This design comes from an exercise in tuning for a short achievable clock period and few clock cycles on the open sky130 flow, not from production work.
In this exercise RTL edits were held to simulation tests only and were not proved equivalent to the original.
The clock input has no modelled driver; a real chip could not lean on it and would need a root buffer or a full tree.
Power is estimated from default activity; no workload was simulated.

// processor
module processor (
    input  logic  clock,
    input  logic  rst_n,
    output cpu_pkg::addr_t fetch_address,
    input  cpu_pkg::word_t instruction,
    output cpu_pkg::addr_t memory_address,
    output logic  memory_read,
    output logic  memory_write,
    output cpu_pkg::word_t memory_write_data,
    input  cpu_pkg::word_t memory_read_data
);
    logic [31:0] pc;                  
    logic        d_valid;
    logic [4:0]  d_rs, d_rt, d_dst;
    logic        d_wr, d_lw, d_sw, d_beq, d_bne, d_use_imm, d_addiu;
    logic [31:0] d_imm;
    logic [4:0]  d_op;
    logic        d_pred, d_redirect;
    logic [31:0] d_tgt;
    logic [3:0][31:0] d_rs_sel, d_rt_sel;   
    logic [31:0] e_a, e_b, e_t;
    logic [3:0][6:0] e_fa, e_fb;       
    logic [3:0][7:0] e_fx;
    logic [3:0]  e_ft;
    logic [4:0]  e_op_n;
    logic [6:0]  e_op_l;
    logic [1:0]  e_op_ll;
    logic        e_addr_l;
    logic [7:0][4:0] e_kind;           
    logic        e_sl_a;
    logic        e_wr, e_load, e_store;
    logic        e_mis_eq, e_mis_ne;   
    logic        e_mis_same, e_mis_l_eq, e_mis_l_ne;
    logic [2:0]  e_x_sel;
    logic [4:0]  e_dst;
    logic [31:0] e_alt;                
    logic [31:0] m_n, m_la, m_ls, m_lr;             
    logic        m_sltb;
    logic [7:0][4:0] m_kind;                        
    logic [31:0] m_res, m_res2;                     
    logic [31:0] m_addr, m_wdata;
    logic        m_wr, m_load, m_rd, m_store;
    logic [4:0]  m_dst;
    logic [31:0] w_val;                
    logic [31:0] w_rf;                 
    logic        w_wr;
    logic [4:0]  w_dst;
    logic [31:0] pc_plus4;
    assign pc_plus4      = pc + 32'd4;
    logic [31:0] pc_out;               
    assign fetch_address = pc_out;
    logic [4:0]  f_rs, f_rt, f_dst, f_op;
    logic        f_wr, f_uses_rs, f_uses_rt_e, f_lw, f_lw0, f_sw, f_beq, f_bne, f_use_imm;
    logic        f_j, f_addiu, f_br_r0;
    logic [31:0] f_imm, f_sx, f_tgt;
    logic        f_pred_static, f_redirect_static, f_pred, f_redirect;
    fetch_stage fetch_stage_inst (
        .ins       (instruction),
        .pc        (pc),
  ...
export LEC_CHECK = 0
export CAP_MARGIN = 20
export CORE_MARGIN = 2
export CORE_UTILIZATION = 50
export PLACE_DENSITY = 0.7
export SLEW_MARGIN = 20
export SYNTH_HIERARCHICAL = 1
export SYNTH_MINIMUM_KEEP_SIZE = 0
create_clock -name core_clock -period 10.0 [get_ports {clock}]
standard.sh (not shown) runs the stock make flow with config.mk's settings and CLKGATE_MAP_FILE= SYNTH_SCRIPT=/design/flow/synth_recipe.tcl, a recipe that flattens the netlist after the stock synthesis.
==> flow/flow/run.sh <==
#!/bin/bash
# The standard ORFS layout (standard.sh), with these changes to how it works:
# - timing repair aims 7.3 ns below the 10 ns clock (SETUP_SLACK_MARGIN; the
#   SDC is unchanged, the margin only sets how far repair_timing goes);
# - before the clock tree is built, the flip-flops that drive the store data,
#   memory_read and memory_write outputs are moved next to their output buffers
#   (flow/pre_cts.tcl, through the PRE_CTS_TCL hook; placement is then legalised);
# - the clock tree is built by flow/mycts.tcl: four root buffers at the clock
#   port, each driving about five middle buffers, each driving leaf buffers over
#   balanced clusters of about 14 flip-flops, instead of TritonCTS's tree.
set -uo pipefail
here=$(pwd)
export SETUP_SLACK_MARGIN=7.3
export PRE_CTS_TCL=$here/flow/pre_cts.tcl
export MYCTS_PER_LEAF=14
export MYCTS_NMID=24
export PULL_OUTPUT_FLOPS="m_wdata* m_rd* m_store*"
bash standard.sh > make_flow.log 2>&1
==> flow/flow/pre_cts.tcl <==
# PRE_CTS hook: optionally move output flip-flops next to their output
# buffers, then build the clock tree here (mycts.tcl) and make the flow's own
# clock_tree_synthesis call a no-op. The rest of the CTS step (placement
# legalisation, timing repair) runs as usual.
source [file join [file dirname [info script]] mycts.tcl]
set ::mycts_iters 0
set ::mycts_nmid $::env(MYCTS_NMID)
if {[info exists ::env(PULL_OUTPUT_FLOPS)] && $::env(PULL_OUTPUT_FLOPS) != ""} {
  pull_output_flops $::env(PULL_OUTPUT_FLOPS)
  detailed_placement
}
mycts_build $::env(MYCTS_PER_LEAF) 4
set_propagated_clock [all_clocks]
rename clock_tree_synthesis ""
proc clock_tree_synthesis {args} { puts "clock_tree_synthesis skipped: tree built by mycts" }
Other scripts of this flow, unchanged in this note and not shown: flow/flow/mycts.tcl
Testbench counts at the start, summed over its fixed seeds: cycles 34,950.
Next try:
- PLACE_DENSITY: 0.7 -> unset
Effect:
- total power went up by 0.45%
- sequential cell count stays the same
- register-to-register slack is better by 0.20 ns
- synthesized area stays the same
Next try:
==> flow/flow/run.sh (replaced) <==
#!/bin/bash
# The standard ORFS layout (standard.sh), with these changes to how it works:
# - timing repair aims 7.3 ns below the 10 ns clock (SETUP_SLACK_MARGIN; the
#   SDC is unchanged, the margin only sets how far repair_timing goes);
# - the clock tree is built by flow/mycts.tcl: four root buffers at the clock
#   port, each driving four middle buffers, each driving leaf buffers over
#   balanced clusters of about 14 flip-flops, instead of TritonCTS's tree.
set -uo pipefail
here=$(pwd)
export SETUP_SLACK_MARGIN=7.3
export PRE_CTS_TCL=$here/flow/pre_cts.tcl
export MYCTS_PER_LEAF=14
export MYCTS_NMID=16
bash standard.sh > make_flow.log 2>&1
Effect: The new run went through all stages and came out clean. Sequential power is about the same. Total power fell by 0.81%. Core utilization rose by 0.14 points. Area after synthesis is unchanged. Wire length is about the same. Design area is about the same.
No run of this note takes its clock network from TritonCTS; it comes from the design's own scripts or RTL.

========
processor, a different RTL version from the one above (not shown whole).
For scale: about 160 I/O pins.
==> flow/design.v (excerpt) <==
module processor (
    input  logic  clock,
    input  logic  rst_n,
    output cpu_pkg::addr_t fetch_address,
    input  cpu_pkg::word_t instruction,
    output cpu_pkg::addr_t memory_address,
    output logic  memory_read,
    output logic  memory_write,
    output cpu_pkg::word_t memory_write_data,
    input  cpu_pkg::word_t memory_read_data
);
    logic [31:0] pc;                  
    logic        d_valid;
    logic [4:0]  d_rs, d_rt, d_dst;
    logic        d_wr, d_lw, d_sw, d_beq, d_bne, d_use_imm, d_addiu;
    logic [31:0] d_imm;
    logic [4:0]  d_op;
    logic        d_pred, d_redirect;
    logic [31:0] d_tgt;
    logic [31:0] d_rs_sel, d_rt_sel;   
    logic [31:0] e_a, e_b, e_t;
    logic [6:0]  e_fa, e_fb;
    logic [7:0]  e_fx;
    logic [3:0]  e_ft;
    logic [4:0]  e_op_n;
    logic [6:0]  e_op_l;
    logic [1:0]  e_op_ll;
    logic        e_addr_l;
    logic [7:0][4:0] e_kind;           
    logic        e_sl_a;
    logic        e_wr, e_load, e_store;
    logic [5:0]  e_mis_eq, e_mis_ne;   
    logic        e_mis_same, e_mis_l_eq, e_mis_l_ne;
    logic [2:0]  e_x_sel;
    logic [4:0]  e_dst;
    logic [31:0] e_alt;                
  ...
clock: 10.0 ns
lec_check: 0
cap_margin: 20
core_margin: 2
core_utilization: 50
slew_margin: 20
synth_hierarchical: 1
synth_minimum_keep_size: 0
==> flow/flow/run.sh <==
#!/bin/bash
# The standard ORFS layout (standard.sh), with these changes to how it works:
# - timing repair aims 7.5 ns below the 10 ns clock (SETUP_SLACK_MARGIN; the SDC
#   is unchanged, the margin only sets how far repair_timing goes);
# - the clock tree is built by flow/mycts.tcl (through the PRE_CTS_TCL hook):
#   four root buffers at the clock port, each driving four middle buffers,
#   each driving leaf buffers over balanced clusters of about 14 flip-flops,
#   instead of TritonCTS's tree.
set -uo pipefail
here=$(pwd)
export SETUP_SLACK_MARGIN=7.5
export PRE_CTS_TCL=$here/flow/pre_cts.tcl
export MYCTS_PER_LEAF=14
export MYCTS_NMID=16
bash standard.sh > make_flow.log 2>&1
==> flow/flow/pre_cts.tcl <==
# PRE_CTS hook: build the clock tree here (mycts.tcl), then make the flow's
# own clock_tree_synthesis call a no-op. The rest of the CTS step (placement
# legalisation, timing repair) runs as usual.
source [file join [file dirname [info script]] mycts.tcl]
set ::mycts_iters 0
set ::mycts_nmid $::env(MYCTS_NMID)
mycts_build $::env(MYCTS_PER_LEAF) 4
set_propagated_clock [all_clocks]
rename clock_tree_synthesis ""
proc clock_tree_synthesis {args} { puts "clock_tree_synthesis skipped: tree built by mycts" }
Other scripts of this flow, unchanged in this note and not shown: flow/flow/mycts.tcl
Testbench counts at the start, summed over its fixed seeds: cycles 34,950.
==> next run, changes <==
--- a/flow/flow/run.sh
+++ b/flow/flow/run.sh
@@ -1,5 +1,5 @@
 #!/bin/bash
 # The standard ORFS layout (standard.sh), with these changes to how it works:
-# - timing repair aims 7.5 ns below the 10 ns clock (SETUP_SLACK_MARGIN; the SDC
+# - timing repair aims 7.3 ns below the 10 ns clock (SETUP_SLACK_MARGIN; the SDC
 #   is unchanged, the margin only sets how far repair_timing goes);
 # - the clock tree is built by flow/mycts.tcl (through the PRE_CTS_TCL hook):
@@ -9,5 +9,5 @@
 set -uo pipefail
 here=$(pwd)
-export SETUP_SLACK_MARGIN=7.5
+export SETUP_SLACK_MARGIN=7.3
 export PRE_CTS_TCL=$here/flow/pre_cts.tcl
 export MYCTS_PER_LEAF=14
Result: Via count barely changes; sequential share of layout area climbs by 0.19 points; setup slack improves by 7.9 ps; final area shrinks slightly; synthesized area is unchanged; worst hold slack is worse by 14 ps; combinational power hardly moves; core utilization goes down by 0.32 points; total power hardly moves.
==> next run, changes <==
==> flow/flow/run.sh (replaced) <==
#!/bin/bash
# The standard ORFS layout (standard.sh), with these changes to how it works:
# - timing repair aims 7 ns below the 10 ns clock (SETUP_SLACK_MARGIN; the SDC
#   is unchanged, the margin only sets how far repair_timing goes);
# - the clock tree is built by flow/mycts.tcl (through the PRE_CTS_TCL hook):
#   four root buffers at the clock port, each driving leaf buffers over
#   balanced clusters of about 18 flip-flops, instead of TritonCTS's deeper tree.
set -uo pipefail
here=$(pwd)
export SETUP_SLACK_MARGIN=7.0
export PRE_CTS_TCL=$here/flow/pre_cts.tcl
export MYCTS_PER_LEAF=18
bash standard.sh > make_flow.log 2>&1
--- a/flow/flow/pre_cts.tcl
+++ b/flow/flow/pre_cts.tcl
@@ -4,5 +4,4 @@
 source [file join [file dirname [info script]] mycts.tcl]
 set ::mycts_iters 0
-set ::mycts_nmid $::env(MYCTS_NMID)
 mycts_build $::env(MYCTS_PER_LEAF) 4
 set_propagated_clock [all_clocks]
- The new run produced a clean layout
- sequential cell count stays the same
- core utilization fell by 4.4 points
- combinational power is lower by about 9%
- sequential share of layout area rises by 2.9 points
- routed wire length drops by 3.3%
- die area does not change
- fmax went down by about 2.8%
- cell area came out lower by about 7%
- power falls by 8.7%
==> next run, changes <==
==> flow/flow/run.sh (replaced) <==
#!/bin/bash
# The standard ORFS layout (standard.sh), with these changes to how it works:
# - timing repair aims 7 ns below the 10 ns clock (SETUP_SLACK_MARGIN; the SDC
#   is unchanged, the margin only sets how far repair_timing goes);
# - the clock tree is built by flow/mycts.tcl (through the PRE_CTS_TCL hook):
#   four root buffers at the clock port, each driving four middle buffers,
#   each driving leaf buffers over balanced clusters of about 14 flip-flops,
#   instead of TritonCTS's tree.
set -uo pipefail
here=$(pwd)
export SETUP_SLACK_MARGIN=${MARGIN:-7.0}
export PRE_CTS_TCL=$here/flow/pre_cts.tcl
export MYCTS_PER_LEAF=14
export MYCTS_NMID=16
bash standard.sh > make_flow.log 2>&1
--- a/flow/flow/pre_cts.tcl
+++ b/flow/flow/pre_cts.tcl
@@ -4,4 +4,5 @@
 source [file join [file dirname [info script]] mycts.tcl]
 set ::mycts_iters 0
+set ::mycts_nmid $::env(MYCTS_NMID)
 mycts_build $::env(MYCTS_PER_LEAF) 4
 set_propagated_clock [all_clocks]
Effect: The new run finished clean. Power climbs by 7.8%. Worst setup slack is better by 68 ps. Design area climbs by 1.2%. Fmax climbs by 2.1%. Combinational power hardly moves. Worst hold slack is worse by 21 ps. Clock skew drops by 28 ps. Sequential share of layout area drops by 0.51 points. Sequential cell count stays the same. Cell count climbs by 0.36%.
In every run of this note, the design's own scripts or RTL, not TritonCTS, make the clock network.

[re-timing with driven ports]
No port has a modelled driver above. Below, the same layouts with a new extraction and two added sets of constraints.
Step 1 sets driving cells, clkbuf_16 on the clock port and buf_2 on the other inputs (assumed; they add their load-dependent delay and slew).
Step 2 adds t to the input delays and takes it off the output delays; t is the mean of the earliest and latest rising clock arrival at the registers after step 1. Input paths then give back, and output paths get back, about the clock's delay inside the block.
a / b / c = no drivers / after step 1 / after step 2; a / b = the first two.
run | shift t [ns] | slack for setup (ns) | clock arrival spread, ns | slew at the worst register clock pin (ns)
the first run of note 1 | 0.777 | 6.820 / 6.719 / 6.178 | 0.074 / 0.074 | 0.10 / 0.10
the second run of note 1 | 0.790 | 6.869 / 6.705 / 6.219 | 0.091 / 0.091 | 0.10 / 0.10
the third run of note 1 | 0.792 | 6.879 / 6.683 / 6.255 | 0.105 / 0.106 | 0.10 / 0.10
the first run of note 2 | 0.784 | 6.821 / 6.697 / 6.104 | 0.107 / 0.107 | 0.10 / 0.10
the second run of note 2 | 0.780 | 6.829 / 6.686 / 6.183 | 0.100 / 0.101 | 0.09 / 0.09
the third run of note 2 | 0.845 | 6.738 / 6.592 / 6.243 | 0.117 / 0.117 | 0.12 / 0.12
the fourth run of note 2 | 0.787 | 6.806 / 6.680 / 6.239 | 0.090 / 0.090 | 0.09 / 0.09
After both steps setup and hold are still met in every run listed. The setup slack of the first run of note 2, which loses most, moves by -0.124 ns with the drivers and by -0.717 ns with both steps.
